This is an optimization exercise on Yosys and OpenROAD, whose aim is small area and a short achievable clock period, not a production implementation.
RTL that was checked went through simulation tests only; none was proved equivalent to the original.
Only the layout flow was run in runs 2 and 3; the RTL was not checked for function there.
No activity file was given, so power comes from the tool's default toggle rates.

## flow/config.mk

```make
export PLATFORM = sky130hd
export DESIGN_NAME = osiris_id_ex
export DESIGN_NICKNAME = osiris_id_ex
export VERILOG_FILES = /design/flow/design.v
export SDC_FILE = /design/flow/constraint.sdc
export NUM_CORES = 4
export LEC_CHECK = 0
export CAP_MARGIN = 20
export CORE_MARGIN = 2
export CORE_UTILIZATION = 55
export PLACE_DENSITY = 0.68
export SLEW_MARGIN = 20
```

## flow/constraint.sdc

```tcl
create_clock -name core_clock -period 8.5 [get_ports {i_clk}]
set_input_delay 1.7000 -clock core_clock [delete_from_list [all_inputs] [get_ports {i_clk}]]
set_output_delay 1.7000 -clock core_clock [all_outputs]
set_load 0.01 [all_outputs]
```

## flow/design.v

```verilog
package osiris_pkg;
    localparam int XLEN_DEF = 32;
    localparam logic [4:0] OPC_LOAD     = 5'b00000;
    localparam logic [4:0] OPC_MISC_MEM = 5'b00011;
    localparam logic [4:0] OPC_OP_IMM   = 5'b00100;
    localparam logic [4:0] OPC_AUIPC    = 5'b00101;
    localparam logic [4:0] OPC_STORE    = 5'b01000;
    localparam logic [4:0] OPC_OP       = 5'b01100;
    localparam logic [4:0] OPC_LUI      = 5'b01101;
    localparam logic [4:0] OPC_BRANCH   = 5'b11000;
    localparam logic [4:0] OPC_JALR     = 5'b11001;
    localparam logic [4:0] OPC_JAL      = 5'b11011;
endpackage
module if_id_reg #(
    parameter int CW = 16
) (
    input  logic          i_clk,
    input  logic          i_rst_n,
    input  logic          i_flush,
    input  logic          i_valid,
    input  logic [CW-1:0] i_ctrl,
    input  logic [4:0]    i_rd,
    input  logic [31:0]   i_a,
    input  logic [31:0]   i_b,
    input  logic [31:0]   i_pc,
    input  logic [31:0]   i_rs2,
    output logic          o_valid,
    output logic [CW-1:0] o_ctrl,
    output logic [4:0]    o_rd,
    output logic [31:0]   o_a,
    output logic [31:0]   o_b,
    output logic [31:0]   o_pc,
    output logic [31:0]   o_rs2
);
    always_ff @(posedge i_clk or negedge i_rst_n) begin
        if (!i_rst_n) o_valid <= 1'b0;
        else          o_valid <= i_valid & ~i_flush;
    end
    always_ff @(posedge i_clk) begin
        o_ctrl <= i_ctrl;
        o_rd   <= i_rd;
        o_a    <= i_a;
        o_b    <= i_b;
        o_pc   <= i_pc;
        o_rs2  <= i_rs2;
    end
endmodule
module op_decoder (
    input  logic [4:0] i_op,
    input  logic [2:0] i_funct_3,
    input  logic       i_funct_7_5,
    output logic       o_a_pc,      
    output logic       o_a_rs1,     
    output logic       o_a_rev,     
    output logic       o_b_rs2,     
    output logic       o_imm_i,
    output logic       o_imm_s,
    output logic       o_imm_b,
    output logic       o_imm_u,
    output logic       o_imm_j,
    output logic [2:0] o_fn,        
    output logic       o_sub,
    output logic       o_sra,
    output logic       o_jalr,
    output logic       o_jump,
    output logic       o_branch,
    output logic       o_reg_write,
    output logic       o_load,
    output logic       o_store,
    output logic       o_fence
);
    logic load, store, op_imm, op, lui, auipc, branch, jal, jalr, fence;
    assign load   = (i_op == osiris_pkg::OPC_LOAD);
    assign store  = (i_op == osiris_pkg::OPC_STORE);
    assign op_imm = (i_op == osiris_pkg::OPC_OP_IMM);
    assign op     = (i_op == osiris_pkg::OPC_OP);
    assign lui    = (i_op == osiris_pkg::OPC_LUI);
    assign auipc  = (i_op == osiris_pkg::OPC_AUIPC);
    assign branch = (i_op == osiris_pkg::OPC_BRANCH);
    assign jal    = (i_op == osiris_pkg::OPC_JAL);
    assign jalr   = (i_op == osiris_pkg::OPC_JALR);
    assign fence  = (i_op == osiris_pkg::OPC_MISC_MEM);
    logic d_alu, d_op, d_lui, d_branch;
    assign d_alu       = ~i_op[4] & i_op[2] & ~i_op[0];             
    assign d_op        = i_op[3] & i_op[2] & ~i_op[0];              
    assign d_lui       = ~i_op[4] & i_op[3] & i_op[0];              
    assign d_branch    = i_op[4] & ~i_op[0];                        
    assign o_a_pc      = i_op[4] ? (~i_op[0] | i_op[1])             
                                 : (i_op[0] & ~i_op[3]);            
    assign o_a_rev     = d_alu & (i_funct_3 == 3'b001);
    assign o_a_rs1     = ~o_a_pc & ~d_lui & ~o_a_rev;               
    assign o_b_rs2     = d_op;
    assign o_imm_s     = ~i_op[4] & i_op[3] & ~i_op[2];             
    assign o_imm_b     = d_branch;
    assign o_imm_u     = ~i_op[4] & i_op[0];                        
    assign o_imm_j     = i_op[4] & i_op[1];                         
    assign o_imm_i     = ~(o_imm_s | o_imm_b | o_imm_u | o_imm_j);
    assign o_fn        = (d_alu | d_branch) ? i_funct_3 : 3'b000;
    assign o_sub       = (d_op & i_funct_7_5 & (i_funct_3 == 3'b000)) |
                         (d_alu & (i_funct_3[2:1] == 2'b01));
    assign o_sra       = i_funct_7_5;
    assign o_jalr      = i_op[4] & i_op[0] & ~i_op[1];
    assign o_jump      = jal | jalr;
    assign o_branch    = branch;
    assign o_reg_write = load | op_imm | op | lui | auipc | jal | jalr;
    assign o_load      = load;
    assign o_store     = store;
    assign o_fence     = fence;
endmodule
module alu_decoder (
    input  logic [31:0] i_rs1,
    input  logic [31:0] i_rs2,
    input  logic [31:0] i_pc,
    input  logic [31:0] i_imm,
    input  logic        i_a_pc,
    input  logic        i_a_rs1,
    input  logic        i_a_rev,
    input  logic        i_b_rs2,
    input  logic        i_sub,
    output logic [31:0] o_a,
    output logic [31:0] o_b
);
    logic [31:0] rs1_rev;
    for (genvar i = 0; i < 32; i++) begin : g_rev
        assign rs1_rev[i] = i_rs1[31-i];
    end
    assign o_a = ({32{i_a_pc}} & i_pc) | ({32{i_a_rs1 & ~i_sub}} & i_rs1) |
                 ({32{i_a_rs1 & i_sub}} & ~i_rs1) | ({32{i_a_rev}} & rs1_rev);
    assign o_b = i_b_rs2 ? i_rs2 : i_imm;
endmodule
module control_unit (
    input  logic [31:0] i_rs1,
    input  logic [31:0] i_rs2,
    output logic [16:0] o_cmp,
    input  logic [16:0] i_cmp,
    input  logic [2:0]  i_funct_3,
    input  logic        i_go,
    input  logic        i_branch,
    input  logic        i_jump,
    input  logic        i_reg_write,
    input  logic        i_load,
    input  logic        i_store,
    input  logic        i_fence,
    output logic        o_reg_write,
    output logic        o_mem_write,
    output logic [1:0]  o_result_src,
    output logic        o_fence,
    output logic        o_pc_src
);
    logic [31:0] e, l;
    logic [7:0]  nib_eq, nib_lt;
    logic        top_lt_s;
    assign e = ~(i_rs1 ^ i_rs2);
    assign l = ~i_rs1 & i_rs2;
    always_comb begin
        for (int b = 0; b < 8; b++) begin
            nib_lt[b] = 1'b0;
            nib_eq[b] = 1'b1;
            for (int i = 4*b; i < 4*b + 4; i++) begin
                nib_lt[b] = l[i] | (e[i] & nib_lt[b]);
                nib_eq[b] = nib_eq[b] & e[i];
            end
        end
        top_lt_s = 1'b0;
        for (int i = 28; i < 31; i++) top_lt_s = l[i] | (e[i] & top_lt_s);
        top_lt_s = (i_rs1[31] & ~i_rs2[31]) | (e[31] & top_lt_s);
    end
    assign o_cmp = {top_lt_s, nib_lt, nib_eq};
    logic [7:0] q_eq, q_lt;
    logic       q_lt_s, lo_lt, eq, lt, ltu, taken;
    logic       lt10, eq10, lt32, eq32, lt54, eq54, lt3210;
    assign q_eq   = i_cmp[7:0];
    assign q_lt   = i_cmp[15:8];
    assign q_lt_s = i_cmp[16];
    assign lt10   = q_lt[1] | (q_eq[1] & q_lt[0]);
    assign eq10   = q_eq[1] & q_eq[0];
    assign lt32   = q_lt[3] | (q_eq[3] & q_lt[2]);
    assign eq32   = q_eq[3] & q_eq[2];
    assign lt54   = q_lt[5] | (q_eq[5] & q_lt[4]);
    assign eq54   = q_eq[5] & q_eq[4];
    assign lt3210 = lt32 | (eq32 & lt10);
    assign lo_lt  = q_lt[6] | (q_eq[6] & (lt54 | (eq54 & lt3210)));
    assign eq     = &q_eq;
    assign ltu    = q_lt[7] | (q_eq[7] & lo_lt);
    assign lt     = q_lt_s  | (q_eq[7] & lo_lt);
    assign taken = i_funct_3[2] ? ((i_funct_3[1] ? ltu : lt) ^ i_funct_3[0])
                                : (eq ^ (~i_funct_3[1] & i_funct_3[0]));
    assign o_reg_write  = i_go & i_reg_write;
    assign o_mem_write  = i_go & i_store;
    assign o_result_src = {i_go & i_jump, i_go & i_load};
    assign o_fence      = i_go & i_fence;
    assign o_pc_src     = i_go & (i_jump | (i_branch & taken));
endmodule
module imm_extend (
    input  logic [31:7] i_instr,
    input  logic        i_imm_i,
    input  logic        i_imm_s,
    input  logic        i_imm_b,
    input  logic        i_imm_u,
    input  logic        i_imm_j,
    output logic [31:0] o_imm
);
    logic [31:0] imm_i, imm_s, imm_b, imm_u, imm_j;
    assign imm_i = {{20{i_instr[31]}}, i_instr[31:20]};
    assign imm_s = {{20{i_instr[31]}}, i_instr[31:25], i_instr[11:7]};
    assign imm_b = {{20{i_instr[31]}}, i_instr[7], i_instr[30:25], i_instr[11:8], 1'b0};
    assign imm_u = {i_instr[31:12], 12'b0};
    assign imm_j = {{12{i_instr[31]}}, i_instr[19:12], i_instr[20], i_instr[30:21], 1'b0};
    assign o_imm = ({32{i_imm_i}} & imm_i) | ({32{i_imm_s}} & imm_s) |
                   ({32{i_imm_b}} & imm_b) | ({32{i_imm_u}} & imm_u) |
                   ({32{i_imm_j}} & imm_j);
endmodule
module id_ex_reg (
    input  logic        i_clk,
    input  logic        i_valid,
    input  logic        i_reg_write,
    input  logic        i_mem_write,
    input  logic [1:0]  i_result_src,
    input  logic        i_fence,
    input  logic        i_pc_src,
    input  logic [31:0] i_result,
    input  logic [31:0] i_pc_plus4,
    input  logic [31:0] i_store_data,
    input  logic [4:0]  i_rd,
    output logic        o_valid,
    output logic        o_reg_write,
    output logic        o_mem_write,
    output logic [1:0]  o_result_src,
    output logic        o_fence,
    output logic        o_pc_src,
    output logic [31:0] o_result,
    output logic [31:0] o_pc_plus4,
    output logic [31:0] o_store_data,
    output logic [4:0]  o_rd
);
    always_ff @(posedge i_clk) begin
        o_valid      <= i_valid;
        o_reg_write  <= i_reg_write;
        o_mem_write  <= i_mem_write;
        o_result_src <= i_result_src;
        o_fence      <= i_fence;
        o_pc_src     <= i_pc_src;
        o_result     <= i_result;
        o_pc_plus4   <= i_pc_plus4;
        o_store_data <= i_store_data;
        o_rd         <= i_rd;
    end
endmodule
module ex_stage (
    input  logic [31:0] i_a,        
    input  logic [31:0] i_b,
    input  logic [4:0]  i_shamt,    
    input  logic [2:0]  i_fn,
    input  logic        i_sub,
    input  logic        i_sra,
    input  logic        i_clr0,
    input  logic        i_branch,   
    input  logic [31:0] i_pc,
    output logic [31:0] o_result,
    output logic [31:0] o_pc_plus4
);
    logic [32:0] sum;
    logic        f_add, f_sll, f_slt, f_sltu, f_sr, s_p, s_g;
    logic [31:0] sh_out, sh_rev;
    logic [32:0] sh_ext;
    logic [31:0] p, g;
    assign p = i_a ^ i_b;
    assign g = i_a & i_b;
    logic [31:0] low;
    logic        c31, lt_c1, lt_c0;
    assign low = {1'b0, i_a[30:0]} + {1'b0, i_b[30:0]};
    assign c31 = low[31];
    assign sum = {1'b0, p[31] ^ c31, low[30:0]} ^ {1'b0, {32{i_sub}}};
    assign lt_c1 = (f_slt & ~g[31]) | (f_sltu & (p[31] | g[31]));
    assign lt_c0 = (f_slt & ~(p[31] | g[31])) | (f_sltu & g[31]);
    assign sh_ext = $signed({i_sra & i_fn[2] & i_a[31], i_a}) >>> i_shamt;
    assign sh_out = sh_ext[31:0];
    for (genvar i = 0; i < 32; i++) begin : g_rev
        assign sh_rev[i] = sh_out[31-i];
    end
    assign f_add  = i_branch | (i_fn == 3'b000);
    assign f_sll  = ~i_branch & (i_fn == 3'b001);
    assign f_slt  = ~i_branch & (i_fn == 3'b010);
    assign f_sltu = ~i_branch & (i_fn == 3'b011);
    assign f_sr   = ~i_branch & (i_fn == 3'b101);
    assign s_p    = ~i_branch & ((i_fn == 3'b100) | (i_fn == 3'b110));
    assign s_g    = ~i_branch & ((i_fn == 3'b110) | (i_fn == 3'b111));
    logic [31:0] sum_m;
    assign sum_m = {sum[31:1], sum[0] & ~i_clr0};
    assign o_result = ({32{f_add}} & sum_m) | ({32{f_sll}} & sh_rev) |
                      ({32{f_sr}} & sh_out) | ({32{s_p}} & p) | ({32{s_g}} & g) |
                      {31'd0, c31 ? lt_c1 : lt_c0};
    logic [31:2] inc_c;
    assign inc_c[2] = 1'b1;
    for (genvar i = 3; i < 32; i++) begin : g_inc
        assign inc_c[i] = &i_pc[i-1:2];
    end
    assign o_pc_plus4 = {i_pc[31:2] ^ inc_c, i_pc[1:0]};
endmodule
module osiris_id_ex #(
    parameter int XLEN = osiris_pkg::XLEN_DEF
) (
    input  logic            i_clk,
    input  logic            i_rst_n,
    input  logic            i_valid,
    input  logic [31:0]     i_instr,
    input  logic [XLEN-1:0] i_pc,
    input  logic [XLEN-1:0] i_rs1_data,
    input  logic [XLEN-1:0] i_rs2_data,
    output logic            o_ex_valid,
    output logic [XLEN-1:0] o_ex_alu_result,
    output logic [XLEN-1:0] o_ex_pc_plus4,
    output logic [XLEN-1:0] o_ex_store_data,
    output logic [4:0]      o_ex_rd,
    output logic            o_ex_reg_write,
    output logic            o_ex_mem_write,
    output logic [1:0]      o_ex_result_src,
    output logic            o_ex_fence,
    output logic            o_pc_src,
    output logic [XLEN-1:0] o_pc_target
);
    logic       a_pc, a_rs1, a_rev, b_rs2;
    logic       imm_i, imm_s, imm_b, imm_u, imm_j;
    logic [2:0] fn_if;
    logic       sub_if, sra_if, jalr_if, jump_if, branch_if;
    logic       reg_write_if, load_if, store_if, fence_if;
    logic [16:0] cmp_if;
    op_decoder u_op_decoder (
        .i_op        (i_instr[6:2]),
        .i_funct_3   (i_instr[14:12]),
        .i_funct_7_5 (i_instr[30]),
        .o_a_pc      (a_pc),
        .o_a_rs1     (a_rs1),
        .o_a_rev     (a_rev),
        .o_b_rs2     (b_rs2),
        .o_imm_i     (imm_i),
        .o_imm_s     (imm_s),
        .o_imm_b     (imm_b),
        .o_imm_u     (imm_u),
        .o_imm_j     (imm_j),
        .o_fn        (fn_if),
        .o_sub       (sub_if),
        .o_sra       (sra_if),
        .o_jalr      (jalr_if),
        .o_jump      (jump_if),
        .o_branch    (branch_if),
        .o_reg_write (reg_write_if),
        .o_load      (load_if),
        .o_store     (store_if),
        .o_fence     (fence_if)
    );
    logic [31:0] imm;
    imm_extend u_imm_extend (
        .i_instr (i_instr[31:7]),
        .i_imm_i (imm_i),
        .i_imm_s (imm_s),
        .i_imm_b (imm_b),
        .i_imm_u (imm_u),
        .i_imm_j (imm_j),
        .o_imm   (imm)
    );
    logic [31:0] a_if, b_if;
    alu_decoder u_alu_decoder (
        .i_rs1   (i_rs1_data),
        .i_rs2   (i_rs2_data),
        .i_pc    (i_pc),
        .i_imm   (imm),
        .i_a_pc  (a_pc),
        .i_a_rs1 (a_rs1),
        .i_a_rev (a_rev),
        .i_b_rs2 (b_rs2),
        .i_sub   (sub_if),
        .o_a     (a_if),
        .o_b     (b_if)
    );
    localparam int CW = 34;
    logic          v_id, go, pc_src_ex;
    logic [CW-1:0] ctrl_id;
    logic [4:0]    rd_id;
    logic [31:0]   a_id, b_id, pc_id, rs2_id;
    if_id_reg #(.CW(CW)) u_if_id_reg (
        .i_clk   (i_clk),
        .i_rst_n (i_rst_n),
        .i_flush (pc_src_ex),
        .i_valid (i_valid),
        .i_ctrl  ({i_instr[5] ? i_rs2_data[4:0] : i_instr[24:20], cmp_if, branch_if, fence_if, store_if, load_if, reg_write_if,
                   jump_if, jalr_if, sra_if, sub_if, fn_if}),
        .i_rd    (i_instr[11:7]),
        .i_a     (a_if),
        .i_b     (b_if),
        .i_pc    (i_pc),
        .i_rs2   (i_rs2_data),
        .o_valid (v_id),
        .o_ctrl  (ctrl_id),
        .o_rd    (rd_id),
        .o_a     (a_id),
        .o_b     (b_id),
        .o_pc    (pc_id),
        .o_rs2   (rs2_id)
    );
    logic [31:0] result, pc_plus4;
    ex_stage u_ex_stage (
        .i_a        (a_id),
        .i_b        (b_id),
        .i_shamt    (ctrl_id[33:29]),
        .i_fn       (ctrl_id[2:0]),
        .i_sub      (ctrl_id[3]),
        .i_sra      (ctrl_id[4]),
        .i_clr0     (ctrl_id[5]),
        .i_branch   (ctrl_id[11]),
        .i_pc       (pc_id),
        .o_result   (result),
        .o_pc_plus4 (pc_plus4)
    );
    logic       reg_write, mem_write, fence, pc_src;
    logic [1:0] result_src;
    assign go = v_id & ~pc_src_ex;
    control_unit u_control_unit (
        .i_rs1        (i_rs1_data),
        .i_rs2        (i_rs2_data),
        .o_cmp        (cmp_if),
        .i_cmp        (ctrl_id[28:12]),
        .i_funct_3    (ctrl_id[2:0]),
        .i_go         (go),
        .i_branch     (ctrl_id[11]),
        .i_jump       (ctrl_id[6]),
        .i_reg_write  (ctrl_id[7]),
        .i_load       (ctrl_id[8]),
        .i_store      (ctrl_id[9]),
        .i_fence      (ctrl_id[10]),
        .o_reg_write  (reg_write),
        .o_mem_write  (mem_write),
        .o_result_src (result_src),
        .o_fence      (fence),
        .o_pc_src     (pc_src)
    );
    logic [31:0] result_ex;
    id_ex_reg u_id_ex_reg (
        .i_clk        (i_clk),
        .i_valid      (go),
        .i_reg_write  (reg_write),
        .i_mem_write  (mem_write),
        .i_result_src (result_src),
        .i_fence      (fence),
        .i_pc_src     (pc_src),
        .i_result     (result),
        .i_pc_plus4   (pc_plus4),
        .i_store_data (rs2_id),
        .i_rd         (rd_id),
        .o_valid      (o_ex_valid),
        .o_reg_write  (o_ex_reg_write),
        .o_mem_write  (o_ex_mem_write),
        .o_result_src (o_ex_result_src),
        .o_fence      (o_ex_fence),
        .o_pc_src     (pc_src_ex),
        .o_result     (result_ex),
        .o_pc_plus4   (o_ex_pc_plus4),
        .o_store_data (o_ex_store_data),
        .o_rd         (o_ex_rd)
    );
    assign o_pc_src        = pc_src_ex;
    assign o_ex_alu_result = result_ex;
    assign o_pc_target     = result_ex;
endmodule
```

## flow/flow/run.sh

```bash
#!/bin/bash
set -euo pipefail
export BUFFER_PORTS_ARGS="-buffer_cell sky130_fd_sc_hd__buf_1"
export CTS_ARGS="-sink_clustering_enable -repair_clock_nets -dont_use_dummy_load -sink_clustering_size 10 -sink_clustering_max_diameter 60 -buf_list {sky130_fd_sc_hd__clkbuf_8 sky130_fd_sc_hd__clkbuf_16}"
export SETUP_SLACK_MARGIN=5.75
bash standard.sh > standard.log 2>&1
```

## flow/standard.sh

```bash
#!/bin/bash
# synth_recipe.tcl (not shown) runs the flow's synth.tcl, then flattens the netlist and writes it again
# the make line also repeats each setting of config.mk as NAME=value (left out here)
make -C /OpenROAD-flow-scripts/flow DESIGN_CONFIG=/design/flow/config.mk WORK_HOME=/design/flow/orfs CLKGATE_MAP_FILE= SYNTH_SCRIPT=/design/flow/synth_recipe.tcl "${@:-finish}"
```

==> flow_results.xml, run 1 <==
<?xml version="1.0" encoding="UTF-8"?>
<metrics>
  <group name="status">
    <metric name="status" unit="">timing/DRC/antenna clean</metric>
  </group>
  <group name="timing">
    <metric name="fin_worst_skew" unit="ps">55.5</metric>
    <metric name="setup_ws" unit="ps">5760</metric>
    <metric name="final.setup.tns" unit="ps">0</metric>
    <metric name="whs" unit="ps">323</metric>
    <metric name="layout_worst_path_cycle_share" unit="%">32.2</metric>
    <metric name="worst_slew_pin_slew" unit="ps">954</metric>
    <metric name="worst_slew_margin_rel" unit="%">36.3</metric>
    <metric name="grt_setup_unrepaired" unit="">yes</metric>
    <metric name="max_freq" unit="GHz">0.365</metric>
    <metric name="timing.final.setup_violations" unit="">0</metric>
    <metric name="final_hold_viol_count" unit="">0</metric>
    <metric name="finalCriticalPeriod" unit="ps">2740</metric>
    <metric name="slew_limit_fails" unit="">0</metric>
  </group>
  <group name="clocking">
    <metric name="cts_num_sinks" unit="">276</metric>
    <metric name="worst_setup_hold_path_clk_slew" unit="ps">60</metric>
    <metric name="hold_buffers" unit="">0</metric>
    <metric name="clk_root_buffer_cell" unit="">sky130_fd_sc_hd__clkbuf_16</metric>
    <metric name="cts_tree" unit="">yes</metric>
    <metric name="tritoncts.num_buffers" unit="">34</metric>
    <metric name="insertion_delay" unit="ps">530</metric>
    <metric name="htree_num_levels" unit="">2</metric>
    <metric name="cts-root-to-sink-buffers" unit="">3</metric>
  </group>
  <group name="final_layout">
    <metric name="num_antenna_cells" unit="">0</metric>
    <metric name="layout_common_cells" unit="">263 x sky130_fd_sc_hd__dfxtp_1, 261 x sky130_fd_sc_hd__buf_1, 102 x sky130_fd_sc_hd__a21oi_1, 87 x sky130_fd_sc_hd__nand2_1, 87 x sky130_fd_sc_hd__nor2_1</metric>
    <metric name="mostFrequentLayoutCell" unit="">sky130_fd_sc_hd__dfxtp_1</metric>
    <metric name="drive_gt1_share" unit="%">11.2</metric>
    <metric name="layout.nets" unit="">1854</metric>
    <metric name="signed_area_change_from_the_synthesized_netlist_to_the_final_layout" unit="%">17.3</metric>
  </group>
  <group name="critical_path">
    <metric name="cp_data_required_time" unit="ps">6800</metric>
    <metric name="setup_crit_start_kind" unit="">flop</metric>
    <metric name="crit_chain" unit="">buf_1</metric>
    <metric name="critical_path_buf_inv_count" unit="">1</metric>
    <metric name="critical-path-max-stage-delay" unit="ps">320</metric>
    <metric name="highest_delay_cell_along_the_critical_path" unit="">sky130_fd_sc_hd__dfxtp_1</metric>
    <metric name="path_class" unit="">reg -&gt; out</metric>
    <metric name="critPathArrivalTime" unit="ps">1040</metric>
    <metric name="timing.critical_path.max_delay_family" unit="">flip-flops</metric>
    <metric name="path_max_fanout" unit="">1</metric>
    <metric name="worstSetupEndpointType" unit="">primary output</metric>
  </group>
  <group name="die">
    <metric name="io-pin-count" unit="">271</metric>
    <metric name="placement_rows" unit="">57</metric>
    <metric name="die_w" unit="µm">161</metric>
    <metric name="core_region_area" unit="mm²">0.0242</metric>
    <metric name="chipHeight" unit="µm">161</metric>
    <metric name="initial_utilization" unit="%">55.9</metric>
    <metric name="die_area" unit="mm²">0.0259</metric>
  </group>
  <group name="synth">
    <metric name="post_synthesis_compound_gate_area_fraction" unit="%">19.1</metric>
    <metric name="yosys-mux-area-fraction" unit="%">8.89</metric>
    <metric name="synth_top_flop_cell" unit="">sky130_fd_sc_hd__dfxtp_1</metric>
    <metric name="synth-seq-cells" unit="">276</metric>
    <metric name="adder_cell_area_share_of_the_yosys_netlist" unit="%">6.70</metric>
    <metric name="synth_enable_flop_cells" unit="">0</metric>
    <metric name="yosysUniqueCellTypes" unit="">64</metric>
    <metric name="largest_family_of_logic_cells_by_synthesized_area" unit="">compound AO/OA/AOI/OAI gates</metric>
    <metric name="syn_nets" unit="">1633</metric>
    <metric name="syn-cell-area" unit="mm²">0.0135</metric>
    <metric name="syn_area_per_cell" unit="µm²">9.47</metric>
    <metric name="yosys.area_share.xor_xnor" unit="%">6.59</metric>
    <metric name="synth_sequential_area_ratio" unit="%">40.8</metric>
    <metric name="synthesis_warnings" unit="">3</metric>
    <metric name="postSynth.asyncResetShare" unit="%">0.362</metric>
    <metric name="synthSimpleGateAreaFrac" unit="%">12.1</metric>
    <metric name="synthesis.instances" unit="">1430</metric>
  </group>
  <group name="placed_design">
    <metric name="placement.setup.worst_slack" unit="ps">4400</metric>
    <metric name="dp_hpwl" unit="µm">32000</metric>
    <metric name="gp_routability_congestion" unit="">0.997</metric>
    <metric name="io_buffers" unit="">268</metric>
  </group>
  <group name="route">
    <metric name="wire_per_inst" unit="µm">21.5</metric>
    <metric name="drt-initial-drc-count" unit="">1143</metric>
    <metric name="drt_via_density" unit="">5.96</metric>
    <metric name="post_detailed_route_drc_marker_count" unit="">0</metric>
    <metric name="drtPass1Iterations" unit="">6</metric>
    <metric name="postRouteWirelength" unit="µm">42500</metric>
    <metric name="ant_nets" unit="">0</metric>
    <metric name="dr_total_vias" unit="">11800</metric>
  </group>
  <group name="global_routing">
    <metric name="globalRouteTotalUtil" unit="%">31.4</metric>
    <metric name="antenna_found_initial" unit="">0</metric>
    <metric name="grt_start_max_net_pins" unit="">53</metric>
    <metric name="number_of_global_route_vias_before_repair" unit="">11000</metric>
    <metric name="globalRouteOverflowTotal" unit="">0</metric>
    <metric name="grt_first_pass_wirelength" unit="µm">63100</metric>
  </group>
  <group name="pwr">
    <metric name="power_switching_share" unit="%">31.2</metric>
    <metric name="cellInternalPower" unit="mW">2.52</metric>
    <metric name="share_of_power_burned_in_combinational_logic" unit="%">26.2</metric>
    <metric name="share_clk_of_total_power" unit="%">32.1</metric>
    <metric name="pwr-share-seq" unit="%">41.7</metric>
    <metric name="netSwitchingPower" unit="mW">1.14</metric>
    <metric name="leakagePower" unit="nW">6.37</metric>
    <metric name="power.density_cell_area" unit="mW/mm²">231</metric>
    <metric name="peakVddDrop" unit="V">0.000171</metric>
  </group>
  <group name="run">
    <metric name="drv.max_cap_violation_count" unit="">0</metric>
  </group>
  <group name="worst_hold_path">
    <metric name="timing.hold.worst.class" unit="">reg -&gt; reg</metric>
  </group>
</metrics>
[layout make-up]
type | count | area (µm²)
Clock buffer | 34 | 851
Fill cell | 2036 | 8360
Inverter | 53 | 208
Multi-Input combinational cell | 987 | 7480
Sequential cell | 276 | 5550
Tap cell | 324 | 405
Timing Repair Buffer | 299 | 1390
[metrics by stage]
stage	util (%)	power [mW]	cells	cell area [µm²]
after global routing	65.5	3.83	1973	15900
after global placement	59.9	2.44	1920	14500
final	65.5	3.66	1973	15900
after detailed placement	59.9	2.45	1920	14500
after floorplan	-	2.21	1430	13600
after CTS	64.1	3.64	1956	15600
[flip-flops by register name (all words and copies together), names as in the netlist, 2 cells and up]
name                      flops
u_if_id_reg.o_ctrl           34
u_if_id_reg.o_b              32
u_id_ex_reg.o_pc_plus4       32
u_if_id_reg.o_rs2            32
u_if_id_reg.o_pc             32
u_id_ex_reg.o_store_data     32
u_id_ex_reg.o_rd              5
u_id_ex_reg.o_result         32
u_id_ex_reg.o_result_src      2
u_if_id_reg.o_rd              5
u_if_id_reg.o_a              32
[layer usage]
metal / global-route usage (%) / part of all wire [%]
met5: 0 / 0
met4: 9.13 / 2.9
met3: 6.12 / 8.8
met2: 50.2 / 46
met1: 43.5 / 42
[power by group through the flow]
| stage | Sequential (mW) | Clock [mW] | Combinational, mW |
|---|---|---|---|
| 2_1_floorplan | 1.55 | 0 | 0.661 |
| 3_3_place_gp | 1.55 | 0 | 0.894 |
| 3_5_place_dp | 1.55 | 0 | 0.901 |
| 4_1_cts | 1.53 | 1.19 | 0.922 |
| 5_1_grt | 1.54 | 1.25 | 1.04 |
| 6_report | 1.53 | 1.18 | 0.960 |
[kinds of logic (layout without fill, tap and decap cells)]
| logic type | count (synthesis) | count (layout) |
|---|---|---|
| buffers and inverters | 167 | 386 |
| multiplexers | 80 | 80 |
| AND/OR/NAND/NOR | 334 | 334 |
| XOR/XNOR | 102 | 102 |
| flip-flops | 276 | 276 |
| adder cells (fa/ha/maj) | 72 | 72 |
| AO/OA/AOI/OAI | 399 | 399 |
[Yosys cell counts (4+ instances only)]
master                        n  area (µm²)
sky130_fd_sc_hd__a22o_1       7        61.3
sky130_fd_sc_hd__o2111ai_1    4        35.0
sky130_fd_sc_hd__o221ai_1     8        70.1
sky130_fd_sc_hd__clkbuf_1    58         218
sky130_fd_sc_hd__nand2_1     87         327
sky130_fd_sc_hd__mux2_2      19         214
sky130_fd_sc_hd__a22oi_1     44         330
sky130_fd_sc_hd__a211oi_1    11        82.6
sky130_fd_sc_hd__and2_1      18         113
sky130_fd_sc_hd__o31ai_1      5        37.5
sky130_fd_sc_hd__mux2i_1     30         300
sky130_fd_sc_hd__a221oi_1    11        96.3
sky130_fd_sc_hd__and4_1      15         131
sky130_fd_sc_hd__inv_1       53         199
sky130_fd_sc_hd__o21bai_1     5        37.5
sky130_fd_sc_hd__o21ai_0     97         485
sky130_fd_sc_hd__nand3b_1     4        30.0
sky130_fd_sc_hd__xnor2_1     79         692
sky130_fd_sc_hd__mux4_2      29         653
sky130_fd_sc_hd__or2_2        4        25.0
sky130_fd_sc_hd__nor2_1      95         357
sky130_fd_sc_hd__a31oi_1      6        37.5
sky130_fd_sc_hd__buf_2       16        80.1
sky130_fd_sc_hd__a21o_1      24         180
sky130_fd_sc_hd__nand4_1      9        56.3
sky130_fd_sc_hd__buf_4       33         248
sky130_fd_sc_hd__dfxtp_1    275        5510
sky130_fd_sc_hd__a21oi_1    111         556
sky130_fd_sc_hd__nand3_1     23         115
sky130_fd_sc_hd__nor3_1      16        80.1
sky130_fd_sc_hd__o211ai_1    14         105
sky130_fd_sc_hd__buf_1        4        15.0
sky130_fd_sc_hd__and3_1      12        75.1
sky130_fd_sc_hd__nor2b_1     19         119
sky130_fd_sc_hd__a221o_1      6        60.1
sky130_fd_sc_hd__o21a_1       8        60.1
sky130_fd_sc_hd__nand2b_1    22         138
sky130_fd_sc_hd__xor2_1      23         201
sky130_fd_sc_hd__ha_1        71         888
sky130_fd_sc_hd__a222oi_1    16         160
[timing repair]
item | CTS | global route
setup buffers | 2 | 11
cloned | 0 | 5
gates resized for setup | 38 | 34
pin swaps | 6 | 13
setup endpoints to repair | 91 | 70
[final timing paths]
check	startpoint	to	slack, ps	depth (start not counted)
worst max-delay path	u_id_ex_reg.o_pc_plus4[20]	o_ex_pc_plus4[20]	5760	1
worst min-delay path	u_if_id_reg.o_rd[2]	u_id_ex_reg.o_rd[2]	320	0
worst max register to register	u_if_id_reg.o_a[6]	u_id_ex_reg.o_result[13]	5790	10
worst min register to register	u_if_id_reg.o_rd[2]	u_id_ex_reg.o_rd[2]	320	0
max in group asynchronous	i_rst_n	u_if_id_reg.o_valid	7430	1
min in group asynchronous	i_rst_n	u_if_id_reg.o_valid	970	1
==> run 2, diff against run 1 <==
--- a/flow/design.v
+++ b/flow/design.v
@@ -251,3 +251,2 @@
     input  logic [31:0] i_b,
-    input  logic [4:0]  i_shamt,    
     input  logic [2:0]  i_fn,
@@ -275,3 +274,3 @@
     assign lt_c0 = (f_slt & ~(p[31] | g[31])) | (f_sltu & g[31]);
-    assign sh_ext = $signed({i_sra & i_fn[2] & i_a[31], i_a}) >>> i_shamt;
+    assign sh_ext = $signed({i_sra & i_fn[2] & i_a[31], i_a}) >>> i_b[4:0];
     assign sh_out = sh_ext[31:0];
@@ -375,3 +374,3 @@
     );
-    localparam int CW = 34;
+    localparam int CW = 29;
     logic          v_id, go, pc_src_ex;
@@ -385,3 +384,3 @@
         .i_valid (i_valid),
-        .i_ctrl  ({i_instr[5] ? i_rs2_data[4:0] : i_instr[24:20], cmp_if, branch_if, fence_if, store_if, load_if, reg_write_if,
+        .i_ctrl  ({cmp_if, branch_if, fence_if, store_if, load_if, reg_write_if,
                    jump_if, jalr_if, sra_if, sub_if, fn_if}),
@@ -404,3 +403,2 @@
         .i_b        (b_id),
-        .i_shamt    (ctrl_id[33:29]),
         .i_fn       (ctrl_id[2:0]),
==> flow/flow/run.sh (replaced) <==
#!/bin/bash
set -euo pipefail
export BUFFER_PORTS_ARGS="-buffer_cell sky130_fd_sc_hd__buf_1"
export CTS_ARGS="-sink_clustering_enable -repair_clock_nets -dont_use_dummy_load -sink_clustering_size 30 -sink_clustering_max_diameter 150 -buf_list {sky130_fd_sc_hd__clkbuf_8 sky130_fd_sc_hd__clkbuf_16}"
export SETUP_SLACK_MARGIN=5.5
bash standard.sh > standard.log 2>&1
==> flow_results.xml, run 2 <==
<?xml version="1.0" encoding="UTF-8"?>
<metrics>
  <group name="status">
    <metric name="status" unit="">timing/DRC/antenna clean</metric>
  </group>
  <group name="route">
    <metric name="drt-initial-drc-count" unit="">1000</metric>
    <metric name="postRouteWirelength" unit="µm">41900</metric>
    <metric name="drtPass1Iterations" unit="">6</metric>
    <metric name="dr_total_vias" unit="">11600</metric>
    <metric name="wire_per_inst" unit="µm">21.5</metric>
    <metric name="ant_nets" unit="">0</metric>
    <metric name="post_detailed_route_drc_marker_count" unit="">0</metric>
    <metric name="drt_via_density" unit="">5.97</metric>
  </group>
  <group name="pwr">
    <metric name="leakagePower" unit="nW">5.99</metric>
    <metric name="p_total" unit="mW">3.15</metric>
    <metric name="power.density_cell_area" unit="mW/mm²">212</metric>
    <metric name="peakVddDrop" unit="V">0.000189</metric>
  </group>
  <group name="synth">
    <metric name="synth_top_flop_cell" unit="">sky130_fd_sc_hd__dfxtp_1</metric>
    <metric name="synth_sequential_area_ratio" unit="%">40.7</metric>
    <metric name="yosysUniqueCellTypes" unit="">71</metric>
    <metric name="synth.most_common_cell" unit="">sky130_fd_sc_hd__dfxtp_1</metric>
    <metric name="synth.largest_area_cell" unit="">sky130_fd_sc_hd__dfxtp_1</metric>
    <metric name="synth_enable_flop_cells" unit="">0</metric>
    <metric name="synthTopCellsByCount" unit="">270 x sky130_fd_sc_hd__dfxtp_1, 122 x sky130_fd_sc_hd__nand2_1, 96 x sky130_fd_sc_hd__nor2_1, 88 x sky130_fd_sc_hd__a21oi_1, 84 x sky130_fd_sc_hd__o21ai_0</metric>
    <metric name="synthesis.instances" unit="">1441</metric>
    <metric name="synth.top_cell.area_share" unit="%">40.6</metric>
    <metric name="postSynth.asyncResetShare" unit="%">0.369</metric>
    <metric name="synthesis_warnings" unit="">3</metric>
    <metric name="syn_nets" unit="">1644</metric>
    <metric name="synth-seq-cells" unit="">271</metric>
    <metric name="syn-cell-area" unit="mm²">0.0133</metric>
    <metric name="netlist_top_cells_area" unit="">sky130_fd_sc_hd__dfxtp_1 41%, sky130_fd_sc_hd__ha_1 6.7%, sky130_fd_sc_hd__xnor2_1 5.4%, sky130_fd_sc_hd__nand2_1 3.4%, sky130_fd_sc_hd__a21oi_1 3.3%</metric>
    <metric name="syn_area_per_cell" unit="µm²">9.25</metric>
  </group>
  <group name="die">
    <metric name="core_region_area" unit="mm²">0.0236</metric>
    <metric name="io-pin-count" unit="">271</metric>
    <metric name="chipHeight" unit="µm">160</metric>
    <metric name="die_area" unit="mm²">0.0255</metric>
    <metric name="die_w" unit="µm">160</metric>
    <metric name="initial_utilization" unit="%">56.4</metric>
    <metric name="placement_rows" unit="">56</metric>
  </group>
  <group name="final_layout">
    <metric name="drive_gt1_share" unit="%">7.05</metric>
    <metric name="layout.nets" unit="">1836</metric>
    <metric name="layout_common_cells" unit="">268 x sky130_fd_sc_hd__dfxtp_1, 266 x sky130_fd_sc_hd__buf_1, 122 x sky130_fd_sc_hd__nand2_1, 91 x sky130_fd_sc_hd__nor2_1, 85 x sky130_fd_sc_hd__a21oi_1</metric>
    <metric name="finalNonFillerCells" unit="">1951</metric>
    <metric name="mostFrequentLayoutCell" unit="">sky130_fd_sc_hd__dfxtp_1</metric>
    <metric name="signed_area_change_from_the_synthesized_netlist_to_the_final_layout" unit="%">11.4</metric>
    <metric name="filler_cell_count" unit="">2104</metric>
    <metric name="stdcell_area" unit="mm²">0.0148</metric>
    <metric name="finish.utilization" unit="%">62.9</metric>
  </group>
  <group name="clocking">
    <metric name="tritoncts.num_buffers" unit="">13</metric>
    <metric name="worst_setup_hold_path_clk_slew" unit="ps">110</metric>
    <metric name="cts_tree" unit="">yes</metric>
    <metric name="clk_root_buffer_cell" unit="">sky130_fd_sc_hd__clkbuf_16</metric>
    <metric name="cts_num_sinks" unit="">271</metric>
    <metric name="insertion_delay" unit="ps">510</metric>
    <metric name="cts-root-to-sink-buffers" unit="">3</metric>
    <metric name="htree_num_levels" unit="">1</metric>
  </group>
  <group name="timing">
    <metric name="final.setup.tns" unit="ps">0</metric>
    <metric name="max_freq" unit="GHz">0.332</metric>
    <metric name="finalCriticalPeriod" unit="ps">3010</metric>
    <metric name="grt_setup_unrepaired" unit="">yes</metric>
    <metric name="timing.final.setup_violations" unit="">0</metric>
    <metric name="whs" unit="ps">319</metric>
    <metric name="slew_limit_fails" unit="">0</metric>
    <metric name="setup_ws" unit="ps">5490</metric>
    <metric name="fin_worst_skew" unit="ps">60.4</metric>
    <metric name="final_hold_viol_count" unit="">0</metric>
    <metric name="worst_slew_pin_slew" unit="ps">1000</metric>
    <metric name="worst_slew_margin_rel" unit="%">33.0</metric>
    <metric name="layout_worst_path_cycle_share" unit="%">35.4</metric>
  </group>
  <group name="critical_path">
    <metric name="setup_crit_start_kind" unit="">flop</metric>
    <metric name="r2r-end" unit="">u_id_ex_reg.o_result[27]</metric>
    <metric name="cp_data_required_time" unit="ps">8860</metric>
    <metric name="path_class" unit="">reg -&gt; reg</metric>
    <metric name="critPathArrivalTime" unit="ps">3370</metric>
    <metric name="timing.rr.start" unit="">u_if_id_reg.o_b[2]</metric>
    <metric name="path_max_fanout" unit="">31</metric>
    <metric name="rr_worst_depth" unit="">10</metric>
    <metric name="worstSetupEndpointType" unit="">flop</metric>
    <metric name="r2r_slack" unit="ps">5490</metric>
  </group>
  <group name="placed_design">
    <metric name="placed_cell_area" unit="mm²">0.0143</metric>
    <metric name="dp.cells" unit="">1926</metric>
    <metric name="io_buffers" unit="">268</metric>
    <metric name="dp_hpwl" unit="µm">32200</metric>
    <metric name="placement.setup.worst_slack" unit="ps">4230</metric>
    <metric name="gp_routability_congestion" unit="">0.975</metric>
  </group>
  <group name="global_routing">
    <metric name="globalRouteOverflowTotal" unit="">0</metric>
    <metric name="grt_util_met1" unit="%">41.8</metric>
    <metric name="met2_usage" unit="%">50.0</metric>
    <metric name="grtUsageMet3" unit="%">7.14</metric>
    <metric name="globalRouteTotalUtil" unit="%">31.6</metric>
    <metric name="number_of_global_route_vias_before_repair" unit="">11000</metric>
    <metric name="grt_first_pass_wirelength" unit="µm">62900</metric>
    <metric name="antenna_found_initial" unit="">0</metric>
    <metric name="grt-busiest-layer" unit="">met2</metric>
    <metric name="grt_start_max_net_pins" unit="">37</metric>
  </group>
  <group name="worst_hold_path">
    <metric name="timing.hold.worst.class" unit="">reg -&gt; reg</metric>
    <metric name="hp-start" unit="">u_if_id_reg.o_rs2[16]</metric>
    <metric name="hold-path-cell-count" unit="">0</metric>
    <metric name="hold_path_end" unit="">u_id_ex_reg.o_store_data[16]</metric>
  </group>
  <group name="run">
    <metric name="drv.max_cap_violation_count" unit="">0</metric>
  </group>
</metrics>
## run 2: changes by cell type after synthesis, sizes merged, moves of 6 or more
cell,previous run,this run
mux2,20,11
mux4,29,19
mux2i,31,44
and4,15,9
nand3,23,30
a222oi,16,10
a21oi,111,90
nand2,87,122
nand2b,22,14
## run 2: report_power, final
part | switching (mW) | total, mW | leakage (nW) | internal (mW)
registers | 0.0856 | 1.49 | 2.28 | 1.40
logic | 0.617 | 1.01 | 3.55 | 0.396
clock network | 0.378 | 0.655 | 0.160 | 0.277
## run 2: worst max-delay path by stage
| stage | start | end | slack, ps | cells past startpoint |
|---|---|---|---|---|
| after global placement | i_instr[2] | u_if_id_reg.o_b[17] | 4290 | 7 |
| after CTS | u_if_id_reg.o_b[1] | u_id_ex_reg.o_result[30] | 5470 | 11 |
| after global routing | u_if_id_reg.o_b[2] | u_id_ex_reg.o_result[27] | 5460 | 10 |
| after floorplan | i_instr[4] | u_if_id_reg.o_a[10] | 5520 | 8 |
| final | u_if_id_reg.o_b[2] | u_id_ex_reg.o_result[27] | 5490 | 10 |
| after detailed placement | i_instr[2] | u_if_id_reg.o_b[30] | 4230 | 6 |
## run 2: layer usage
layer | vias up | share of wire [%]
li1 | 5481 | -
met1 | 5476 | 41
met2 | 575 | 45
met3 | 111 | 9.2
met4 | 0 | 4.2
met5 | - | 0
## run 2: critical path, stage by stage, from the launching register on
cell	delay (ps)
sky130_fd_sc_hd__dfxtp_1	330
sky130_fd_sc_hd__buf_8	180
sky130_fd_sc_hd__ha_2	390
sky130_fd_sc_hd__o211ai_1	140
sky130_fd_sc_hd__o211ai_2	320
sky130_fd_sc_hd__a32oi_2	220
sky130_fd_sc_hd__nor4_2	530
sky130_fd_sc_hd__nor2_1	140
sky130_fd_sc_hd__o21ai_1	240
sky130_fd_sc_hd__a211oi_1	110
sky130_fd_sc_hd__a211o_1	240
## run 2: cells by family (layout without fill, tap and decap cells)
group,Yosys count,count (layout),share of synthesized area [%]
other,0,1,0
buffers and inverters,173,363,6.26
adder cells (fa/ha/maj),72,72,6.81
AO/OA/AOI/OAI,383,383,19.0
multiplexers,74,74,7.47
XOR/XNOR,104,104,6.83
AND/OR/NAND/NOR,364,364,12.9
flip-flops,271,271,40.7
## run 2: timing repair
| item | 4_1_cts | 5_1_grt |
|---|---|---|
| setup buffers | 6 | 5 |
| hold buffers | 0 | 0 |
| resized for setup | 25 | 14 |
| endpoints found under the setup margin | 82 | 50 |
| pin swaps | 4 | 5 |
| hold endpoints to repair | 0 | 0 |
## run 2: cell type report
class / count / area (µm²) / area share [%]
Clock buffer: 13 / 325 / 2.19
Sequential cell: 271 / 5440 / 36.6
Inverter: 58 / 223 / 1.50
Antenna cell: 1 / 2.50 / 0.0169
Timing Repair Buffer: 292 / 1260 / 8.46
Tap cell: 319 / 399 / 2.69
Multi-Input combinational cell: 997 / 7210 / 48.5
==> run 3, diff against run 2 <==
--- a/flow/design.v
+++ b/flow/design.v
@@ -22,4 +22,4 @@
     input  logic [4:0]    i_rd,
-    input  logic [31:0]   i_a,
-    input  logic [31:0]   i_b,
+    input  logic [31:0]   i_p,
+    input  logic [31:0]   i_g,
     input  logic [31:0]   i_pc,
@@ -29,4 +29,4 @@
     output logic [4:0]    o_rd,
-    output logic [31:0]   o_a,
-    output logic [31:0]   o_b,
+    output logic [31:0]   o_p,
+    output logic [31:0]   o_g,
     output logic [31:0]   o_pc,
@@ -41,4 +41,4 @@
         o_rd   <= i_rd;
-        o_a    <= i_a;
-        o_b    <= i_b;
+        o_p    <= i_p;
+        o_g    <= i_g;
         o_pc   <= i_pc;
@@ -54,2 +54,3 @@
     output logic       o_a_rev,     
+    output logic       o_shift,     
     output logic       o_b_rs2,     
@@ -71,3 +72,3 @@
 );
-    logic load, store, op_imm, op, lui, auipc, branch, jal, jalr, fence;
+    logic load, store, op_imm, op, lui, auipc, branch, jal, jalr, fence, alu;
     assign load   = (i_op == osiris_pkg::OPC_LOAD);
@@ -82,22 +83,18 @@
     assign fence  = (i_op == osiris_pkg::OPC_MISC_MEM);
-    logic d_alu, d_op, d_lui, d_branch;
-    assign d_alu       = ~i_op[4] & i_op[2] & ~i_op[0];             
-    assign d_op        = i_op[3] & i_op[2] & ~i_op[0];              
-    assign d_lui       = ~i_op[4] & i_op[3] & i_op[0];              
-    assign d_branch    = i_op[4] & ~i_op[0];                        
-    assign o_a_pc      = i_op[4] ? (~i_op[0] | i_op[1])             
-                                 : (i_op[0] & ~i_op[3]);            
-    assign o_a_rev     = d_alu & (i_funct_3 == 3'b001);
-    assign o_a_rs1     = ~o_a_pc & ~d_lui & ~o_a_rev;               
-    assign o_b_rs2     = d_op;
-    assign o_imm_s     = ~i_op[4] & i_op[3] & ~i_op[2];             
-    assign o_imm_b     = d_branch;
-    assign o_imm_u     = ~i_op[4] & i_op[0];                        
-    assign o_imm_j     = i_op[4] & i_op[1];                         
-    assign o_imm_i     = ~(o_imm_s | o_imm_b | o_imm_u | o_imm_j);
-    assign o_fn        = (d_alu | d_branch) ? i_funct_3 : 3'b000;
-    assign o_sub       = (d_op & i_funct_7_5 & (i_funct_3 == 3'b000)) |
-                         (d_alu & (i_funct_3[2:1] == 2'b01));
+    assign alu    = op | op_imm;
+    assign o_a_pc      = auipc | jal | branch;
+    assign o_a_rev     = alu & (i_funct_3 == 3'b001);
+    assign o_shift     = alu & (i_funct_3[1:0] == 2'b01);
+    assign o_a_rs1     = ~(auipc | jal | branch | lui) & ~o_a_rev;
+    assign o_b_rs2     = op;
+    assign o_imm_s     = store;
+    assign o_imm_b     = branch;
+    assign o_imm_u     = lui | auipc;
+    assign o_imm_j     = jal;
+    assign o_imm_i     = ~(store | branch | lui | auipc | jal);
+    assign o_fn        = (alu | branch) ? i_funct_3 : 3'b000;
+    assign o_sub       = (op & i_funct_7_5 & (i_funct_3 == 3'b000)) |
+                         (alu & (i_funct_3[2:1] == 2'b01));
     assign o_sra       = i_funct_7_5;
-    assign o_jalr      = i_op[4] & i_op[0] & ~i_op[1];
+    assign o_jalr      = jalr;
     assign o_jump      = jal | jalr;
@@ -119,6 +116,8 @@
     input  logic        i_sub,
-    output logic [31:0] o_a,
-    output logic [31:0] o_b
+    input  logic        i_shift,
+    output logic [31:0] o_p,
+    output logic [31:0] o_g
 );
-    logic [31:0] rs1_rev;
+    logic [31:0] rs1_rev, a, b;
+    logic [4:0]  shamt;
     for (genvar i = 0; i < 32; i++) begin : g_rev
@@ -126,5 +125,8 @@
     end
-    assign o_a = ({32{i_a_pc}} & i_pc) | ({32{i_a_rs1 & ~i_sub}} & i_rs1) |
-                 ({32{i_a_rs1 & i_sub}} & ~i_rs1) | ({32{i_a_rev}} & rs1_rev);
-    assign o_b = i_b_rs2 ? i_rs2 : i_imm;
+    assign a = ({32{i_a_pc}} & i_pc) | ({32{i_a_rs1}} & i_rs1) |
+               ({32{i_a_rev}} & rs1_rev);
+    assign b = i_shift ? 32'd0 : ((i_b_rs2 ? i_rs2 : i_imm) ^ {32{i_sub}});
+    assign shamt = i_b_rs2 ? i_rs2[4:0] : i_imm[4:0];
+    assign o_p = a ^ b;
+    assign o_g = i_shift ? {27'd0, shamt} : (a & b);
 endmodule
@@ -133,4 +135,4 @@
     input  logic [31:0] i_rs2,
-    output logic [16:0] o_cmp,
-    input  logic [16:0] i_cmp,
+    output logic [8:0]  o_cmp,
+    input  logic [8:0]  i_cmp,
     input  logic [2:0]  i_funct_3,
@@ -150,3 +152,3 @@
     logic [31:0] e, l;
-    logic [7:0]  nib_eq, nib_lt;
+    logic [3:0]  byte_eq, byte_lt;
     logic        top_lt_s;
@@ -155,8 +157,8 @@
     always_comb begin
-        for (int b = 0; b < 8; b++) begin
-            nib_lt[b] = 1'b0;
-            nib_eq[b] = 1'b1;
-            for (int i = 4*b; i < 4*b + 4; i++) begin
-                nib_lt[b] = l[i] | (e[i] & nib_lt[b]);
-                nib_eq[b] = nib_eq[b] & e[i];
+        for (int b = 0; b < 4; b++) begin
+            byte_lt[b] = 1'b0;
+            byte_eq[b] = 1'b1;
+            for (int i = 8*b; i < 8*b + 8; i++) begin
+                byte_lt[b] = l[i] | (e[i] & byte_lt[b]);
+                byte_eq[b] = byte_eq[b] & e[i];
             end
@@ -164,23 +166,15 @@
         top_lt_s = 1'b0;
-        for (int i = 28; i < 31; i++) top_lt_s = l[i] | (e[i] & top_lt_s);
+        for (int i = 24; i < 31; i++) top_lt_s = l[i] | (e[i] & top_lt_s);
         top_lt_s = (i_rs1[31] & ~i_rs2[31]) | (e[31] & top_lt_s);
     end
-    assign o_cmp = {top_lt_s, nib_lt, nib_eq};
-    logic [7:0] q_eq, q_lt;
+    assign o_cmp = {top_lt_s, byte_lt, byte_eq};
+    logic [3:0] q_eq, q_lt;
     logic       q_lt_s, lo_lt, eq, lt, ltu, taken;
-    logic       lt10, eq10, lt32, eq32, lt54, eq54, lt3210;
-    assign q_eq   = i_cmp[7:0];
-    assign q_lt   = i_cmp[15:8];
-    assign q_lt_s = i_cmp[16];
-    assign lt10   = q_lt[1] | (q_eq[1] & q_lt[0]);
-    assign eq10   = q_eq[1] & q_eq[0];
-    assign lt32   = q_lt[3] | (q_eq[3] & q_lt[2]);
-    assign eq32   = q_eq[3] & q_eq[2];
-    assign lt54   = q_lt[5] | (q_eq[5] & q_lt[4]);
-    assign eq54   = q_eq[5] & q_eq[4];
-    assign lt3210 = lt32 | (eq32 & lt10);
-    assign lo_lt  = q_lt[6] | (q_eq[6] & (lt54 | (eq54 & lt3210)));
-    assign eq     = &q_eq;
-    assign ltu    = q_lt[7] | (q_eq[7] & lo_lt);
-    assign lt     = q_lt_s  | (q_eq[7] & lo_lt);
+    assign q_eq   = i_cmp[3:0];
+    assign q_lt   = i_cmp[7:4];
+    assign q_lt_s = i_cmp[8];
+    assign lo_lt = q_lt[2] | (q_eq[2] & (q_lt[1] | (q_eq[1] & q_lt[0])));
+    assign eq    = &q_eq;
+    assign ltu   = q_lt[3] | (q_eq[3] & lo_lt);
+    assign lt    = q_lt_s  | (q_eq[3] & lo_lt);
     assign taken = i_funct_3[2] ? ((i_funct_3[1] ? ltu : lt) ^ i_funct_3[0])
@@ -249,4 +243,4 @@
 module ex_stage (
-    input  logic [31:0] i_a,        
-    input  logic [31:0] i_b,
+    input  logic [31:0] i_p,        
+    input  logic [31:0] i_g,        
     input  logic [2:0]  i_fn,
@@ -261,3 +255,3 @@
     logic [32:0] sum;
-    logic        f_add, f_sll, f_slt, f_sltu, f_sr, s_p, s_g;
+    logic        lt_s, lt_u;
     logic [31:0] sh_out, sh_rev;
@@ -265,12 +259,25 @@
     logic [31:0] p, g;
-    assign p = i_a ^ i_b;
-    assign g = i_a & i_b;
-    logic [31:0] low;
-    logic        c31, lt_c1, lt_c0;
-    assign low = {1'b0, i_a[30:0]} + {1'b0, i_b[30:0]};
-    assign c31 = low[31];
-    assign sum = {1'b0, p[31] ^ c31, low[30:0]} ^ {1'b0, {32{i_sub}}};
-    assign lt_c1 = (f_slt & ~g[31]) | (f_sltu & (p[31] | g[31]));
-    assign lt_c0 = (f_slt & ~(p[31] | g[31])) | (f_sltu & g[31]);
-    assign sh_ext = $signed({i_sra & i_fn[2] & i_a[31], i_a}) >>> i_b[4:0];
+    logic [31:0] gs [6];
+    logic [31:0] ps [6];
+    assign p = i_p;
+    assign g = i_g;
+    always_comb begin
+        gs[0] = g;
+        ps[0] = p;
+        gs[0][0] = g[0] | (p[0] & i_sub);
+        for (int k = 0; k < 5; k++) begin
+            gs[k+1] = gs[k];
+            ps[k+1] = ps[k];
+            for (int i = 0; i < 32; i++) begin
+                if (i >= (1 << k)) begin
+                    gs[k+1][i] = gs[k][i] | (ps[k][i] & gs[k][i - (1 << k)]);
+                    ps[k+1][i] = ps[k][i] & ps[k][i - (1 << k)];
+                end
+            end
+        end
+    end
+    assign sum = {gs[5][31], p ^ {gs[5][30:0], i_sub}};
+    assign lt_u = ~sum[32];
+    assign lt_s = p[31] ? sum[31] : g[31];
+    assign sh_ext = $signed({i_sra & i_fn[2] & p[31], p}) >>> g[4:0];
     assign sh_out = sh_ext[31:0];
@@ -279,2 +286,3 @@
     end
+    logic f_add, f_sll, f_slt, f_sltu, f_sr, s_p, s_g;
     assign f_add  = i_branch | (i_fn == 3'b000);
@@ -290,3 +298,3 @@
                       ({32{f_sr}} & sh_out) | ({32{s_p}} & p) | ({32{s_g}} & g) |
-                      {31'd0, c31 ? lt_c1 : lt_c0};
+                      {31'd0, (f_slt & lt_s) | (f_sltu & lt_u)};
     logic [31:2] inc_c;
@@ -320,8 +328,8 @@
 );
-    logic       a_pc, a_rs1, a_rev, b_rs2;
+    logic       a_pc, a_rs1, a_rev, b_rs2, shift;
     logic       imm_i, imm_s, imm_b, imm_u, imm_j;
     logic [2:0] fn_if;
-    logic       sub_if, sra_if, jalr_if, jump_if, branch_if;
+    logic       sug_if, srp_if, jalr_if, jump_if, branch_if;
     logic       reg_write_if, load_if, store_if, fence_if;
-    logic [16:0] cmp_if;
+    logic [8:0] cmp_if;
     op_decoder u_op_decoder (
@@ -333,2 +341,3 @@
         .o_a_rev     (a_rev),
+        .o_shift     (shift),
         .o_b_rs2     (b_rs2),
@@ -340,4 +349,4 @@
         .o_fn        (fn_if),
-        .o_sub       (sub_if),
-        .o_sra       (sra_if),
+        .o_sub       (sug_if),
+        .o_sra       (srp_if),
         .o_jalr      (jalr_if),
@@ -360,3 +369,3 @@
     );
-    logic [31:0] a_if, b_if;
+    logic [31:0] p_if, g_if;
     alu_decoder u_alu_decoder (
@@ -370,7 +379,8 @@
         .i_b_rs2 (b_rs2),
-        .i_sub   (sub_if),
-        .o_a     (a_if),
-        .o_b     (b_if)
+        .i_sub   (sug_if),
+        .i_shift (shift),
+        .o_p     (p_if),
+        .o_g     (g_if)
     );
-    localparam int CW = 29;
+    localparam int CW = 21;
     logic          v_id, go, pc_src_ex;
@@ -378,3 +388,3 @@
     logic [4:0]    rd_id;
-    logic [31:0]   a_id, b_id, pc_id, rs2_id;
+    logic [31:0]   p_id, g_id, pc_id, rs2_id;
     if_id_reg #(.CW(CW)) u_if_id_reg (
@@ -385,6 +395,6 @@
         .i_ctrl  ({cmp_if, branch_if, fence_if, store_if, load_if, reg_write_if,
-                   jump_if, jalr_if, sra_if, sub_if, fn_if}),
+                   jump_if, jalr_if, srp_if, sug_if, fn_if}),
         .i_rd    (i_instr[11:7]),
-        .i_a     (a_if),
-        .i_b     (b_if),
+        .i_p     (p_if),
+        .i_g     (g_if),
         .i_pc    (i_pc),
@@ -394,4 +404,4 @@
         .o_rd    (rd_id),
-        .o_a     (a_id),
-        .o_b     (b_id),
+        .o_p     (p_id),
+        .o_g     (g_id),
         .o_pc    (pc_id),
@@ -401,4 +411,4 @@
     ex_stage u_ex_stage (
-        .i_a        (a_id),
-        .i_b        (b_id),
+        .i_p        (p_id),
+        .i_g        (g_id),
         .i_fn       (ctrl_id[2:0]),
@@ -419,3 +429,3 @@
         .o_cmp        (cmp_if),
-        .i_cmp        (ctrl_id[28:12]),
+        .i_cmp        (ctrl_id[20:12]),
         .i_funct_3    (ctrl_id[2:0]),
==> flow/flow/run.sh (replaced) <==
#!/bin/bash
set -euo pipefail
export BUFFER_PORTS_ARGS="-buffer_cell sky130_fd_sc_hd__buf_1"
export CTS_ARGS="-sink_clustering_enable -repair_clock_nets -dont_use_dummy_load -sink_clustering_size 20 -sink_clustering_max_diameter 100 -buf_list {sky130_fd_sc_hd__clkbuf_8 sky130_fd_sc_hd__clkbuf_16}"
export SETUP_SLACK_MARGIN=5.5
bash standard.sh > standard.log 2>&1
--- a/flow/config.mk
+++ b/flow/config.mk
@@ -9,4 +9,3 @@
 export CORE_MARGIN = 2
-export CORE_UTILIZATION = 55
-export PLACE_DENSITY = 0.68
+export CORE_UTILIZATION = 40
 export SLEW_MARGIN = 20
==> flow_results.xml, run 3 <==
<?xml version="1.0" encoding="UTF-8"?>
<metrics>
  <group name="critical_path">
    <metric name="worstSetupEndpointType" unit="">flop</metric>
    <metric name="highest_delay_cell_along_the_critical_path" unit="">sky130_fd_sc_hd__a222oi_1</metric>
    <metric name="rr_worst_depth" unit="">10</metric>
    <metric name="timing.rr.start" unit="">u_if_id_reg.o_g[0]</metric>
    <metric name="setup_crit_start_kind" unit="">primary input</metric>
    <metric name="r2r_slack" unit="ps">5610</metric>
    <metric name="critical-path-max-stage-delay" unit="ps">430</metric>
    <metric name="critPathArrivalTime" unit="ps">3630</metric>
    <metric name="path_max_fanout" unit="">7</metric>
    <metric name="cp_data_required_time" unit="ps">8910</metric>
    <metric name="r2r-end" unit="">u_id_ex_reg.o_result[24]</metric>
    <metric name="crit_chain" unit="">buf_12 -&gt; nor3_4 -&gt; nand2_4 -&gt; nor3_4 -&gt; nor2_4 -&gt; buf_8 -&gt; a222oi_1 -&gt; inv_1 -&gt; ha_2 -&gt; mux2_4</metric>
    <metric name="critical_path.most_common_cell" unit="">sky130_fd_sc_hd__nor3_4</metric>
    <metric name="path_class" unit="">in -&gt; reg</metric>
  </group>
  <group name="clocking">
    <metric name="cts_tree" unit="">yes</metric>
    <metric name="clk_root_buffer_cell" unit="">sky130_fd_sc_hd__clkbuf_16</metric>
    <metric name="htree_num_levels" unit="">1</metric>
    <metric name="cts-root-to-sink-buffers" unit="">3</metric>
    <metric name="worst_setup_hold_path_clk_slew" unit="ps">80</metric>
    <metric name="insertion_delay" unit="ps">520</metric>
    <metric name="cts_num_sinks" unit="">263</metric>
    <metric name="tritoncts.num_buffers" unit="">17</metric>
  </group>
  <group name="synth">
    <metric name="synth_enable_flop_cells" unit="">0</metric>
    <metric name="synthTopCellsByCount" unit="">262 x sky130_fd_sc_hd__dfxtp_1, 107 x sky130_fd_sc_hd__nor2_1, 91 x sky130_fd_sc_hd__clkbuf_1, 85 x sky130_fd_sc_hd__a21oi_1, 82 x sky130_fd_sc_hd__inv_1</metric>
    <metric name="synth-seq-cells" unit="">263</metric>
    <metric name="synth.top_cell.area_share" unit="%">39.8</metric>
    <metric name="syn-cell-area" unit="mm²">0.0132</metric>
    <metric name="syn_nets" unit="">1597</metric>
    <metric name="netlist_top_cells_area" unit="">sky130_fd_sc_hd__dfxtp_1 40%, sky130_fd_sc_hd__ha_1 6.8%, sky130_fd_sc_hd__a222oi_1 4.0%, sky130_fd_sc_hd__mux4_2 3.9%, sky130_fd_sc_hd__xnor2_1 3.3%</metric>
    <metric name="postSynth.asyncResetShare" unit="%">0.380</metric>
    <metric name="synth_top_flop_cell" unit="">sky130_fd_sc_hd__dfxtp_1</metric>
    <metric name="yosysUniqueCellTypes" unit="">64</metric>
    <metric name="syn_area_per_cell" unit="µm²">9.45</metric>
    <metric name="synth.most_common_cell" unit="">sky130_fd_sc_hd__dfxtp_1</metric>
    <metric name="synthesis_warnings" unit="">6</metric>
    <metric name="synth_sequential_area_ratio" unit="%">40.0</metric>
    <metric name="synthesis.instances" unit="">1394</metric>
    <metric name="synth.largest_area_cell" unit="">sky130_fd_sc_hd__dfxtp_1</metric>
  </group>
  <group name="status">
    <metric name="status" unit="">timing/DRC/antenna clean</metric>
  </group>
  <group name="worst_hold_path">
    <metric name="timing.hold.worst.class" unit="">reg -&gt; reg</metric>
    <metric name="hp-start" unit="">u_if_id_reg.o_rs2[3]</metric>
    <metric name="hold_path_end" unit="">u_id_ex_reg.o_store_data[3]</metric>
    <metric name="hold-path-cell-count" unit="">0</metric>
  </group>
  <group name="route">
    <metric name="drtPass1Iterations" unit="">10</metric>
    <metric name="ant_nets" unit="">0</metric>
    <metric name="drt_via_density" unit="">5.67</metric>
    <metric name="dr_total_vias" unit="">11600</metric>
    <metric name="wire_per_inst" unit="µm">20.8</metric>
    <metric name="drt-initial-drc-count" unit="">1443</metric>
    <metric name="postRouteWirelength" unit="µm">42300</metric>
    <metric name="post_detailed_route_drc_marker_count" unit="">0</metric>
  </group>
  <group name="global_routing">
    <metric name="number_of_global_route_vias_before_repair" unit="">10600</metric>
    <metric name="globalRouteOverflowTotal" unit="">0</metric>
    <metric name="grt_first_pass_wirelength" unit="µm">61900</metric>
    <metric name="globalRouteTotalUtil" unit="%">23.5</metric>
    <metric name="grt_start_max_net_pins" unit="">65</metric>
    <metric name="antenna_found_initial" unit="">0</metric>
  </group>
  <group name="final_layout">
    <metric name="drive_gt1_share" unit="%">13.5</metric>
    <metric name="signed_area_change_from_the_synthesized_netlist_to_the_final_layout" unit="%">18.0</metric>
    <metric name="layout.nets" unit="">1802</metric>
    <metric name="layout_common_cells" unit="">260 x sky130_fd_sc_hd__buf_1, 260 x sky130_fd_sc_hd__dfxtp_1, 95 x sky130_fd_sc_hd__nor2_1, 83 x sky130_fd_sc_hd__a21oi_1, 78 x sky130_fd_sc_hd__nand2_1</metric>
    <metric name="num_antenna_cells" unit="">0</metric>
  </group>
  <group name="die">
    <metric name="io-pin-count" unit="">271</metric>
    <metric name="die_area" unit="mm²">0.0344</metric>
    <metric name="core_region_area" unit="mm²">0.0325</metric>
    <metric name="initial_utilization" unit="%">40.6</metric>
    <metric name="placement_rows" unit="">66</metric>
    <metric name="chipHeight" unit="µm">186</metric>
    <metric name="die_w" unit="µm">186</metric>
  </group>
  <group name="timing">
    <metric name="worst_slew_margin_rel" unit="%">46.4</metric>
    <metric name="layout_worst_path_cycle_share" unit="%">37.9</metric>
    <metric name="final_hold_viol_count" unit="">0</metric>
    <metric name="grt_setup_unrepaired" unit="">yes</metric>
    <metric name="slew_limit_fails" unit="">0</metric>
    <metric name="max_freq" unit="GHz">0.310</metric>
    <metric name="fin_worst_skew" unit="ps">38.9</metric>
    <metric name="finalCriticalPeriod" unit="ps">3220</metric>
    <metric name="worst_slew_pin_slew" unit="ps">794</metric>
    <metric name="final.setup.tns" unit="ps">0</metric>
    <metric name="timing.final.setup_violations" unit="">0</metric>
  </group>
  <group name="run">
    <metric name="drv.max_cap_violation_count" unit="">0</metric>
  </group>
  <group name="pwr">
    <metric name="peakVddDrop" unit="V">0.000176</metric>
    <metric name="leakagePower" unit="nW">6.24</metric>
    <metric name="power.density_cell_area" unit="mW/mm²">209</metric>
    <metric name="p_total" unit="mW">3.26</metric>
  </group>
  <group name="placed_design">
    <metric name="gp_routability_congestion" unit="">0.930</metric>
    <metric name="io_buffers" unit="">268</metric>
    <metric name="dp_hpwl" unit="µm">31300</metric>
  </group>
</metrics>
run 3: cell families after synthesis:
family,Yosys count,synth area share [%]
AO/OA/AOI/OAI,326,17.0
AND/OR/NAND/NOR,343,12.6
XOR/XNOR,80,5.32
adder cells (fa/ha/maj),72,6.83
flip-flops,263,40.0
buffers and inverters,221,7.54
multiplexers,89,10.7
run 3: routing by layer:
layer	part of all wire, %	wire length [µm]	global-route usage (%)	up-vias
met3	11	4700	6.22	94
met5	0	0	0	-
met1	42	17700	32.0	5398
met4	3.9	1670	8.54	0
met2	43	18300	35.8	711
li1	-	-	-	5368
run 3: area by class of cell:
| cell class | count | area [µm²] |
|---|---|---|
| inverters | 82 | 313 |
| flip-flops and latches | 263 | 5280 |
| repair buffers | 323 | 1610 |
| fillers | 3136 | 16900 |
| clock buffers | 17 | 425 |
| multi-input cells | 912 | 7380 |
| well taps | 442 | 553 |
run 3: through the flow:
step | utilization (%) | hold WS (ps) | setup slack [ps] | instance area [µm²] | instances
after floorplan | - | 310 | 4840 | 13400 | 1394
after detailed placement | 44.0 | 312 | 3280 | 14300 | 1979
after global routing | 47.9 | 334 | 5180 | 15600 | 2039
after global placement | 44.0 | 311 | 3350 | 14300 | 1979
after CTS | 47.0 | 327 | 5370 | 15200 | 2027
final | 47.9 | 321 | 5280 | 15600 | 2039
run 3: where the power goes:
group | total, mW | switching [mW] | internal [mW]
registers | 1.54 | 0.165 | 1.37
logic | 0.961 | 0.546 | 0.415
clock network | 0.758 | 0.402 | 0.356
run 3: how the worst max path moves through the flow:
stage | from | endpoint | slack, ps | cells past startpoint
3_3_place_gp | i_instr[3] | u_if_id_reg.o_g[0] | 3350 | 10
4_1_cts | i_instr[2] | u_if_id_reg.o_g[2] | 5370 | 10
5_1_grt | i_instr[3] | u_if_id_reg.o_g[0] | 5180 | 10
3_5_place_dp | i_instr[3] | u_if_id_reg.o_g[0] | 3280 | 10
6_report | i_instr[3] | u_if_id_reg.o_g[0] | 5280 | 10
2_1_floorplan | i_instr[3] | u_if_id_reg.o_g[0] | 4840 | 14
run 3: worst max-delay path: cells and delay by family:
kind / cells / cell delay (ps)
mux: 1 / 260
simple gates: 4 / 690
fa+ha+maj: 1 / 190
buf+inv: 3 / 360
compound gates: 1 / 430
run 3: repair_timing:
action | 4_1_cts | 5_1_grt
resized for setup | 77 | 49
cloned | 3 | 1
setup buffers | 28 | 11
pin swaps | 28 | 33
endpoints found under the setup margin | 93 | 77
hold buffers | 0 | 0

Re-timed with assumed drivers on the ports (clkbuf_16 on the clock, buf_2 on other inputs), run 3 has 5.273 ns of setup slack against 5.276 ns with ideal ports, and 4.721 ns once port delays also move by the mid clock arrival of 0.552 ns.
